Background: an optimization exercise with open tools, aiming at small area. Do not read the settings as production practice. At most, simulation tests tie the RTL to the original design; equivalence was not proved.

==> 02-06 <==
Design conv_top, start of the top module:
module conv_top (
    input  logic        clk,
    input  logic        reset,
    input  logic [17:0] i_in_data,
    input  logic        i_in_valid,
    input  logic [3:0]  i_in_user,
    output logic        o_in_ready,
    output logic [40:0] o_out_data,
    output logic        o_out_valid,
    input  logic        i_out_ready
);
==> module conv_top, before the edit <==
module conv_top (
    input  logic        clk,
    input  logic        reset,
    input  logic [17:0] i_in_data,
    input  logic        i_in_valid,
    input  logic [3:0]  i_in_user,
    output logic        o_in_ready,
    output logic [40:0] o_out_data,
    output logic        o_out_valid,
    input  logic        i_out_ready
);
    localparam int XN = conv_pkg::XN;
    localparam int WN = conv_pkg::WN;
    logic [XN*18-1:0] xr;
    logic [WN*18-1:0] wr;
    logic x_wr, w_wr;
    always_ff @(posedge clk) begin
        xr <= {x_wr ? i_in_data : xr[17:0], xr[XN*18-1:18]};
        wr <= {w_wr ? i_in_data : wr[17:0], wr[WN*18-1:18]};
    end
    typedef enum logic [1:0] {L_HDR, L_W, L_X} lstate_t;
    typedef enum logic [1:0] {C_IDLE, C_CALC, C_OUT} cstate_t;
    lstate_t ls;
    cstate_t cs;
    logic [5:0]  u;           
    logic [2:0]  si, sj;      
    logic [2:0]  k;
    logic [6:0]  n_w;         
    logic [2:0]  r, c;        
    logic [3:0]  dig;         
    logic [6:0]  ahead;       
    logic        in_hs, go, last, last_c, last_pos, adv, frame_done;
    wire w0 = (si == 3'd0) && (sj == 3'd0);
    wire wb = si[2] && si[0];                 
    assign ahead = n_w - {1'b0, r, c};
    always_comb begin
        case (ls)
            L_HDR:   o_in_ready = w0 && (u == 6'd0);
            L_W:     o_in_ready = ({si, sj} == n_w[5:0]);
            default: o_in_ready = !n_w[6] && !held && (ahead < 7'(XN)) && (u == ahead[5:0]);
        endcase
    end
    assign in_hs = i_in_valid && o_in_ready;
    assign w_wr  = in_hs && ((ls == L_HDR && i_in_user[0]) || ls == L_W);
    assign x_wr  = in_hs && ((ls == L_HDR && !i_in_user[0]) || ls == L_X);
    assign go       = (cs == C_IDLE) && (ls == L_X) && !held && (ahead >= 7'({k, 3'b000}) + 7'(k) - 7'd8) && wb && (u == 6'(XN - 1));
    assign last     = (cs == C_CALC) && wb && (u == 6'(XN - 1));
    assign last_c   = (c == 3'(8 - k));
    assign last_pos = last_c && (r == 3'(8 - k));
    assign adv      = (cs == C_OUT) && i_out_ready;
    assign frame_done = adv && last_pos;
    logic [2:0] hold;
    wire        held = (hold != 3'd0);
    always_ff @(posedge clk) begin
        if (reset) begin
            u  <= '0;
            hold <= '0;
            si <= '0;
            sj <= '0;
        end else begin
            if (!held) u <= (u == 6'(XN - 1)) ? 6'd0 : u + 6'd1;
            if (adv && !last_pos) hold <= last_c ? k : 3'd1;
            else if (held) hold <= hold - 3'd1;
            if (wb || sj == 3'd4) begin
                sj <= '0;
                si <= wb ? 3'd0 : si + 3'd1;
            end else begin
                sj <= sj + 3'd1;
            end
        end
    end
    always_ff @(posedge clk) begin
        if (reset) begin
            ls  <= L_HDR;
        end else if (frame_done) begin
            ls  <= L_HDR;
        end else if (in_hs) begin
            case (ls)
                L_HDR: begin
                    if (i_in_user[0]) begin
                        k   <= i_in_user[3:1];
                        n_w <= (i_in_user[3:1] == 3'd1) ? 7'o50 : 7'd1;
                        ls  <= L_W;
                    end else begin
                        n_w <= 7'd1;
                        ls  <= L_X;
                    end
                end
                L_W: begin
                    if (n_w[5] && n_w[3]) begin
                        n_w <= '0;
                        ls  <= L_X;
                    end else if (n_w[2:0] == k - 3'd1) begin
                        n_w <= (n_w[5:3] == k - 3'd1) ? 7'o50 : {1'b0, n_w[5:3] + 3'd1, 3'd0};
                    end else begin
                        n_w <= n_w + 7'd1;
                    end
                end
                default: n_w <= n_w + 7'd1;
            endcase
        end
    end
    logic tap;
    assign tap = (cs == C_CALC) && (si < k) && (sj < k) && (u == {si, sj});
    logic signed [24:0] acc;
    logic [17:0] lo;
    logic [18:0] wx;
    logic [2:0]  bd;
    logic        neg, one, two;
    logic [17:0] xh;
    logic [18:0] mag;
    logic [24:0] addend;
    logic signed [24:0] sum;
    assign wx  = {wr[17:0], 1'b0};
    assign bd  = 3'(wx >> {dig, 1'b0});
    assign neg = bd[2] && !(bd[1] && bd[0]);
    assign one = bd[1] ^ bd[0];
    assign two = (bd == 3'b011) || (bd == 3'b100);
    assign xh  = xr[17:0];
    assign mag = two ? {xh, 1'b0} : one ? {xh[17], xh} : 19'd0;
    assign addend = tap ? ({{6{mag[18]}}, mag} ^ {25{neg}}) : 25'd0;
    logic [25:0] cy;
    logic        cy_lo, cy_q;
    always_comb begin
        cy[0] = tap && neg;
        for (int i = 0; i < 25; i++) begin
            sum[i]  = acc[i] ^ addend[i] ^ cy[i];
            cy[i+1] = (acc[i] & addend[i]) | (acc[i] & cy[i]) | (addend[i] & cy[i]);
            if (i == 11) begin
                cy_lo   = cy[i+1];
                cy[i+1] = cy_q;
            end
        end
    end
    always_ff @(posedge clk) cy_q <= cy_lo;
    always_ff @(posedge clk) begin
        if (go)        acc <= 25'($signed(wr[17:0]));    
        else if (last) acc <= sum >>> 2;
        else           acc <= sum;
        if (last)      lo  <= {sum[1:0], lo[17:2]};
    end
    always_ff @(posedge clk) begin
        if (reset) begin
            cs  <= C_IDLE;
            r   <= '0;
            c   <= '0;
        end else begin
            case (cs)
                C_IDLE: if (go) begin
                    cs  <= C_CALC;
                    dig <= '0;
                end
                C_CALC: begin
                    if (last) begin
                        dig <= dig + 4'd1;
                        if (dig == 4'd8) cs <= C_OUT;
                    end
                end
                default: if (adv) begin
                    cs <= C_IDLE;
                    if (last_c) begin
                        c <= '0;
                        r <= last_pos ? 3'd0 : r + 3'd1;
                    end else begin
                        c <= c + 3'd1;
                    end
                end
            endcase
        end
    end
    assign o_out_valid = (cs == C_OUT);
    assign o_out_data  = {acc[22:0], lo};
endmodule
==> flow/config.mk <==
export PLATFORM = sky130hd
export DESIGN_NAME = conv_top
export DESIGN_NICKNAME = conv_top
export VERILOG_FILES = /design/flow/design.v
export SDC_FILE = /design/flow/constraint.sdc
export NUM_CORES = 4
export LEC_CHECK = 0
export ABC_AREA = 1
export CAP_MARGIN = 20
export CORE_MARGIN = 2
export CORE_UTILIZATION = 70
export CTS_BUF_LIST = sky130_fd_sc_hd__clkbuf_8
export CTS_CLUSTER_DIAMETER = 50
export CTS_CLUSTER_SIZE = 18
export SLEW_MARGIN = 20
==> flow/constraint.sdc <==
create_clock -name core_clock -period 9.0 [get_ports {clk}]
set_input_delay 1.8000 -clock core_clock [delete_from_list [all_inputs] [get_ports {clk}]]
set_output_delay 1.8000 -clock core_clock [all_outputs]
set_load 0.01 [all_outputs]
run.sh (not shown) runs the stock make flow with config.mk's settings and CLKGATE_MAP_FILE= SYNTH_SCRIPT=/design/flow/synth_recipe.tcl, a recipe that flattens the netlist after the stock synthesis.
==> 09-14 (differences from 02-06) <==
==> flow/design.v (replaced) <==
package conv_pkg;
    localparam int IN_W  = 18;    
    localparam int ACC_W = 41;    
    localparam int XN    = 37;    
    localparam int WN    = 26;    
endpackage
module conv_top (
    input  logic        clk,
    input  logic        reset,
    input  logic [17:0] i_in_data,
    input  logic        i_in_valid,
    input  logic [3:0]  i_in_user,
    output logic        o_in_ready,
    output logic [40:0] o_out_data,
    output logic        o_out_valid,
    input  logic        i_out_ready
);
    localparam int XN = conv_pkg::XN;
    localparam int WN = conv_pkg::WN;
    typedef enum logic [1:0] {L_HDR, L_W, L_X} lstate_t;
    typedef enum logic [1:0] {C_IDLE, C_CALC, C_OUT} cstate_t;
    lstate_t ls;
    cstate_t cs;
    logic [5:0]  u;           
    logic [2:0]  ai, aj;      
    logic [2:0]  bi, bj;      
    logic [2:0]  k;
    logic [5:0]  lm1;         
    logic [6:0]  n_w;         
    logic [2:0]  r, c;        
    logic [3:0]  dig;         
    logic [6:0]  ahead;       
    logic [2:0]  hold;        
    logic        in_hs, go, last, last_c, last_pos, adv, frame_done;
    logic        x_wr, w_wr;
    wire held = (hold != 3'd0);
    wire a0   = (ai == 3'd0) && (aj == 3'd0);
    wire ab   = ai[2] && ai[0];               
    wire bb   = bi[2] && bi[0];               
    wire ul   = (u == lm1);
    always_comb begin
        case (k)
            3'd1:       lm1 = 6'd0;
            3'd2, 3'd3: lm1 = 6'd20;
            default:    lm1 = 6'(XN - 1);
        endcase
    end
    logic [XN*18-1:0] xr;
    logic [WN*18-1:0] wr;
    logic [17:0]      xh;     
    always_comb begin
        case (k)
            3'd1:       xh = xr[36*18 +: 18];
            3'd2, 3'd3: xh = xr[16*18 +: 18];
            default:    xh = xr[17:0];
        endcase
    end
    always_ff @(posedge clk) begin
        xr <= {x_wr ? i_in_data : xh, xr[XN*18-1:18]};
        wr <= {w_wr ? i_in_data : wr[17:0], wr[WN*18-1:18]};
    end
    assign ahead = n_w - {1'b0, r, c};
    always_comb begin
        case (ls)
            L_HDR:   o_in_ready = a0 && (u == 6'd0);
            L_W:     o_in_ready = ({ai, aj} == n_w[5:0]);
            default: o_in_ready = !n_w[6] && !held && (ahead <= 7'(lm1)) && (u == ahead[5:0]);
        endcase
    end
    assign in_hs = i_in_valid && o_in_ready;
    assign w_wr  = in_hs && ((ls == L_HDR && i_in_user[0]) || ls == L_W);
    assign x_wr  = in_hs && ((ls == L_HDR && !i_in_user[0]) || ls == L_X);
    always_ff @(posedge clk) begin
        if (reset) begin
            ls  <= L_HDR;
            k   <= 3'd5;          
        end else if (frame_done) begin
            ls  <= L_HDR;
        end else if (in_hs) begin
            case (ls)
                L_HDR: begin
                    if (i_in_user[0]) begin
                        k   <= i_in_user[3:1];
                        n_w <= (i_in_user[3:1] == 3'd1) ? 7'o50 : 7'd1;
                        ls  <= L_W;
                    end else begin
                        n_w <= 7'd1;
                        ls  <= L_X;
                    end
                end
                L_W: begin
                    if (n_w[5] && n_w[3]) begin
                        n_w <= '0;
                        ls  <= L_X;
                    end else if (n_w[2:0] == k - 3'd1) begin
                        n_w <= (n_w[5:3] == k - 3'd1) ? 7'o50 : {1'b0, n_w[5:3] + 3'd1, 3'd0};
                    end else begin
                        n_w <= n_w + 7'd1;
                    end
                end
                default: n_w <= n_w + 7'd1;
            endcase
        end
    end
    function automatic logic [5:0] w_next(input logic [2:0] i, input logic [2:0] j);
        if (i[2] && i[0])  w_next = 6'd0;
        else if (j == 3'd4) w_next = {i + 3'd1, 3'd0};
        else               w_next = {i, j + 3'd1};
    endfunction
    always_ff @(posedge clk) begin
        if (reset) begin
            u    <= '0;
            hold <= '0;
            ai   <= 3'd0;
            aj   <= 3'd0;
            bi   <= 3'd2;
            bj   <= 3'd3;
        end else begin
            if (!held) u <= ul ? 6'd0 : u + 6'd1;
            if (adv && !last_pos) hold <= last_c ? k : 3'd1;
            else if (held) hold <= hold - 3'd1;
            {ai, aj} <= w_next(ai, aj);
            {bi, bj} <= w_next(bi, bj);
        end
    end
    assign go       = (cs == C_IDLE) && (ls == L_X) && !held && (ahead >= 7'({k, 3'b000}) + 7'(k) - 7'd8) && bb && ul;
    assign last     = (cs == C_CALC) && (ab || bb) && ul;
    assign last_c   = (c == 3'(8 - k));
    assign last_pos = last_c && (r == 3'(8 - k));
    assign adv      = (cs == C_OUT) && i_out_ready;
    assign frame_done = adv && last_pos;
    logic tap_a, tap_b, tap;
    assign tap_a = (cs == C_CALC) && (ai < k) && (aj < k) && (u == {ai, aj});
    assign tap_b = (cs == C_CALC) && (bi < k) && (bj < k) && (u == {bi, bj});
    assign tap   = tap_a || tap_b;
    logic [23:0] acc;         
    logic [17:0] lo;
    logic [17:0] wh;
    logic [18:0] wx;
    logic [2:0]  bd;
    logic        neg, one, two;
    logic        neg_q, one_q, two_q;
    logic [17:0] xt;
    logic [18:0] mag;
    logic [23:0] addend;
    logic [23:0] sum;
    assign wh  = tap_b ? wr[13*18 +: 18] : wr[17:0];
    assign wx  = {wh, 1'b0};
    assign bd  = 3'(wx >> {dig, 1'b0});
    assign neg = tap && bd[2] && !(bd[1] && bd[0]);
    assign one = tap && (bd[1] ^ bd[0]);
    assign two = tap && ((bd == 3'b011) || (bd == 3'b100));
    always_ff @(posedge clk) begin
        neg_q <= neg;
        one_q <= one;
        two_q <= two;
    end
    assign xt  = xr[36*18 +: 18];
    assign mag = two_q ? {xt, 1'b0} : one_q ? {xt[17], xt} : 19'd0;
    assign addend = {{5{mag[18]}}, mag} ^ {24{neg_q}};
    logic [24:0] cy;          
    logic        cy_lo, cy_q;
    assign cy[0] = neg_q;
    for (genvar i = 0; i < 24; i++) begin : g_fa
        logic co;
        assign sum[i] = acc[i] ^ addend[i] ^ cy[i];
        assign co     = (acc[i] & addend[i]) | (acc[i] & cy[i]) | (addend[i] & cy[i]);
        if (i == 11) begin : g_split
            assign cy_lo   = co;
            assign cy[i+1] = cy_q;
        end else begin : g_chain
            assign cy[i+1] = co;
        end
    end
    always_ff @(posedge clk) cy_q <= cy_lo;
    always_ff @(posedge clk) begin
        if (go)        acc <= {{6{wr[13*18+17]}}, wr[13*18 +: 18]};    
        else if (last) acc <= {{2{sum[23]}}, sum[23:2]};
        else           acc <= sum;
        if (last)      lo  <= {sum[1:0], lo[17:2]};
    end
    always_ff @(posedge clk) begin
        if (reset) begin
            cs  <= C_IDLE;
            r   <= '0;
            c   <= '0;
        end else begin
            case (cs)
                C_IDLE: if (go) begin
                    cs  <= C_CALC;
                    dig <= '0;
                end
                C_CALC: begin
                    if (last) begin
                        dig <= dig + 4'd1;
                        if (dig == 4'd8) cs <= C_OUT;
                    end
                end
                default: if (adv) begin
                    cs <= C_IDLE;
                    if (last_c) begin
                        c <= '0;
                        r <= last_pos ? 3'd0 : r + 3'd1;
                    end else begin
                        c <= c + 3'd1;
                    end
                end
            endcase
        end
    end
    assign o_out_valid = (cs == C_OUT);
    assign o_out_data  = {acc[22:0], lo};
endmodule
==> flow/flow/run.sh (new file) <==
#!/bin/bash
# The standard layout (standard.sh), with two changes: the port buffers are
# the smallest buffer cell, and clock tree synthesis adds no dummy loads.
set -euo pipefail
export BUFFER_PORTS_ARGS="-buffer_cell sky130_fd_sc_hd__buf_1"
export CTS_ARGS="-sink_clustering_enable -repair_clock_nets -sink_clustering_size 35 -sink_clustering_max_diameter 50 -dont_use_dummy_load"
bash standard.sh > standard.log 2>&1
==> flow/standard.sh (new file) <==
#!/bin/bash
# synth_recipe.tcl (not shown) runs the flow's synth.tcl, then flattens the netlist and writes it again
# the make line also repeats each setting of config.mk as NAME=value (left out here)
make -C /OpenROAD-flow-scripts/flow DESIGN_CONFIG=/design/flow/config.mk WORK_HOME=/design/flow/orfs CLKGATE_MAP_FILE= SYNTH_SCRIPT=/design/flow/synth_recipe.tcl "${@:-finish}"
==> flow/config.mk (replaced) <==
export PLATFORM = sky130hd
export DESIGN_NAME = conv_top
export DESIGN_NICKNAME = conv_top
export VERILOG_FILES = /design/flow/design.v
export SDC_FILE = /design/flow/constraint.sdc
export NUM_CORES = 4
export LEC_CHECK = 0
export ABC_AREA = 0
export CAP_MARGIN = 20
export CORE_MARGIN = 2
export CORE_UTILIZATION = 70
export CTS_CLUSTER_DIAMETER = 60
export CTS_CLUSTER_SIZE = 30
export SLEW_MARGIN = 20
removed: flow/run.sh
==> 06-11 (differences from 02-06) <==
--- a/flow/design.v
+++ b/flow/design.v
@@ -35,4 +35,5 @@
     logic [2:0]  r, c;        
     logic [3:0]  dig;         
+    logic [5:0]  rev;         
     logic [6:0]  ahead;       
     logic        in_hs, go, last, last_c, last_pos, adv, frame_done;
@@ -44,5 +45,5 @@
             L_HDR:   o_in_ready = w0 && (u == 6'd0);
             L_W:     o_in_ready = ({si, sj} == n_w[5:0]);
-            default: o_in_ready = !n_w[6] && !held && (ahead < 7'(XN)) && (u == ahead[5:0]);
+            default: o_in_ready = !n_w[6] && (ahead < 7'(XN)) && (u == ahead[5:0]);
         endcase
     end
@@ -50,22 +51,19 @@
     assign w_wr  = in_hs && ((ls == L_HDR && i_in_user[0]) || ls == L_W);
     assign x_wr  = in_hs && ((ls == L_HDR && !i_in_user[0]) || ls == L_X);
-    assign go       = (cs == C_IDLE) && (ls == L_X) && !held && (ahead >= 7'({k, 3'b000}) + 7'(k) - 7'd8) && wb && (u == 6'(XN - 1));
-    assign last     = (cs == C_CALC) && wb && (u == 6'(XN - 1));
+    assign go       = (cs == C_IDLE) && (ls == L_X) && (ahead >= 7'({k, 3'b000}) + 7'(k) - 7'd8) && wb;
+    assign last     = (cs == C_CALC) && wb && (rev == 6'(XN - 1));
     assign last_c   = (c == 3'(8 - k));
     assign last_pos = last_c && (r == 3'(8 - k));
     assign adv      = (cs == C_OUT) && i_out_ready;
     assign frame_done = adv && last_pos;
-    logic [2:0] hold;
-    wire        held = (hold != 3'd0);
+    logic [6:0] u_t;
+    assign u_t = 7'(u) + 7'd1 + (!(adv && !last_pos) ? 7'd0 : last_c ? 7'(XN) - 7'(k) : 7'(XN - 1));
     always_ff @(posedge clk) begin
         if (reset) begin
             u  <= '0;
-            hold <= '0;
             si <= '0;
             sj <= '0;
         end else begin
-            if (!held) u <= (u == 6'(XN - 1)) ? 6'd0 : u + 6'd1;
-            if (adv && !last_pos) hold <= last_c ? k : 3'd1;
-            else if (held) hold <= hold - 3'd1;
+            u  <= (u_t >= 7'(XN)) ? 6'(u_t - 7'(XN)) : u_t[5:0];
             if (wb || sj == 3'd4) begin
                 sj <= '0;
@@ -127,17 +125,9 @@
     assign addend = tap ? ({{6{mag[18]}}, mag} ^ {25{neg}}) : 25'd0;
     logic [25:0] cy;
-    logic        cy_lo, cy_q;
-    always_comb begin
-        cy[0] = tap && neg;
-        for (int i = 0; i < 25; i++) begin
-            sum[i]  = acc[i] ^ addend[i] ^ cy[i];
-            cy[i+1] = (acc[i] & addend[i]) | (acc[i] & cy[i]) | (addend[i] & cy[i]);
-            if (i == 11) begin
-                cy_lo   = cy[i+1];
-                cy[i+1] = cy_q;
-            end
-        end
+    assign cy[0] = tap && neg;
+    for (genvar i = 0; i < 25; i++) begin : g_fa
+        assign sum[i]  = acc[i] ^ addend[i] ^ cy[i];
+        assign cy[i+1] = (acc[i] & addend[i]) | (acc[i] & cy[i]) | (addend[i] & cy[i]);
     end
-    always_ff @(posedge clk) cy_q <= cy_lo;
     always_ff @(posedge clk) begin
         if (go)        acc <= 25'($signed(wr[17:0]));    
@@ -156,8 +146,11 @@
                     cs  <= C_CALC;
                     dig <= '0;
+                    rev <= '0;
                 end
                 C_CALC: begin
+                    if (wb) rev <= rev + 6'd1;
                     if (last) begin
                         dig <= dig + 4'd1;
+                        rev <= '0;
                         if (dig == 4'd8) cs <= C_OUT;
                     end
--- a/flow/config.mk
+++ b/flow/config.mk
@@ -10,6 +10,5 @@
 export CORE_MARGIN = 2
 export CORE_UTILIZATION = 70
-export CTS_BUF_LIST = sky130_fd_sc_hd__clkbuf_8
-export CTS_CLUSTER_DIAMETER = 50
-export CTS_CLUSTER_SIZE = 18
+export CTS_CLUSTER_DIAMETER = 80
+export CTS_CLUSTER_SIZE = 30
 export SLEW_MARGIN = 20
==> results_dict.tcl <==
set metrics [dict create \
    grt_util_met2_pct 36.50 \
    multiInputGateArea_sq_um 4908 \
    reg2reg_depth 20 \
    result_of_the_run "finished clean" \
    well_tap_count 585 \
    route.final.wire_length_um 50790 \
    seq_share_pct 76.83 \
    path_common_cell "fa_1" \
]
the above is filed under 09-14

==> results_dict.tcl <==
set metrics [dict create \
    route.final.wire_length_um 44330 \
    postSynthAreaPerCell_sq_um 14.47 \
    result_of_the_run "finished clean" \
    multiInputGateArea_sq_um 3839 \
    port_buffers 68 \
    path_common_cell "fa_1" \
    well_tap_count 532 \
    reg2reg_depth 30 \
    seq_share_pct 77.98 \
    buffers 73 \
]
the above is filed under 02-06

==> results_dict.tcl <==
set metrics [dict create \
    power_report.internal_total_mw 6.938 \
    path_common_cell "fa_2" \
    check-failures "setup timing" \
    result_of_the_run "failed layout checks" \
    final_cell_count_no_fill 2785 \
    setup_violations 10 \
    synth_compound_area_share_pct 4.304 \
    setup_ws_ns -2.274 \
    grt_util_met2_pct 44.53 \
    clock_power_share_pct 29.0 \
    reg2reg_depth 40 \
    route.final.wire_length_um 55020 \
    well_tap_count 539 \
]
the above is filed under 06-11

Only the layout flow was run in 02-06 and 06-11; the RTL was not checked for function there.

what the ideal ports hide:
In the flow no input, the clock included, has a driving cell. The finished layouts below were timed again as built, in two steps. Step 1 sets driving cells, clkbuf_16 on the clock port and buf_2 on the other inputs (assumed; they add their load-dependent delay and slew). Step 2, shift: input delay + t, output delay - t, t = (earliest + latest rising clock arrival at the registers) / 2. This alone moves slack from input paths to output paths. a / b / c = no drivers / after step 1 / after step 2; a / b = the first two.
run	t (ns)	setup WS [ns]	hold slack, ns	worst slew at a driven data input, ns
02-06	0.730	0.717 / 0.717 / 0.717	0.312 / 0.312 / 0.312	0.04
09-14	0.668	2.700 / 2.700 / 2.700	0.284 / 0.284 / 0.284	0.12
06-11	0.684	-2.274 / -2.274 / -2.274	0.317 / 0.317 / 0.317	0.05
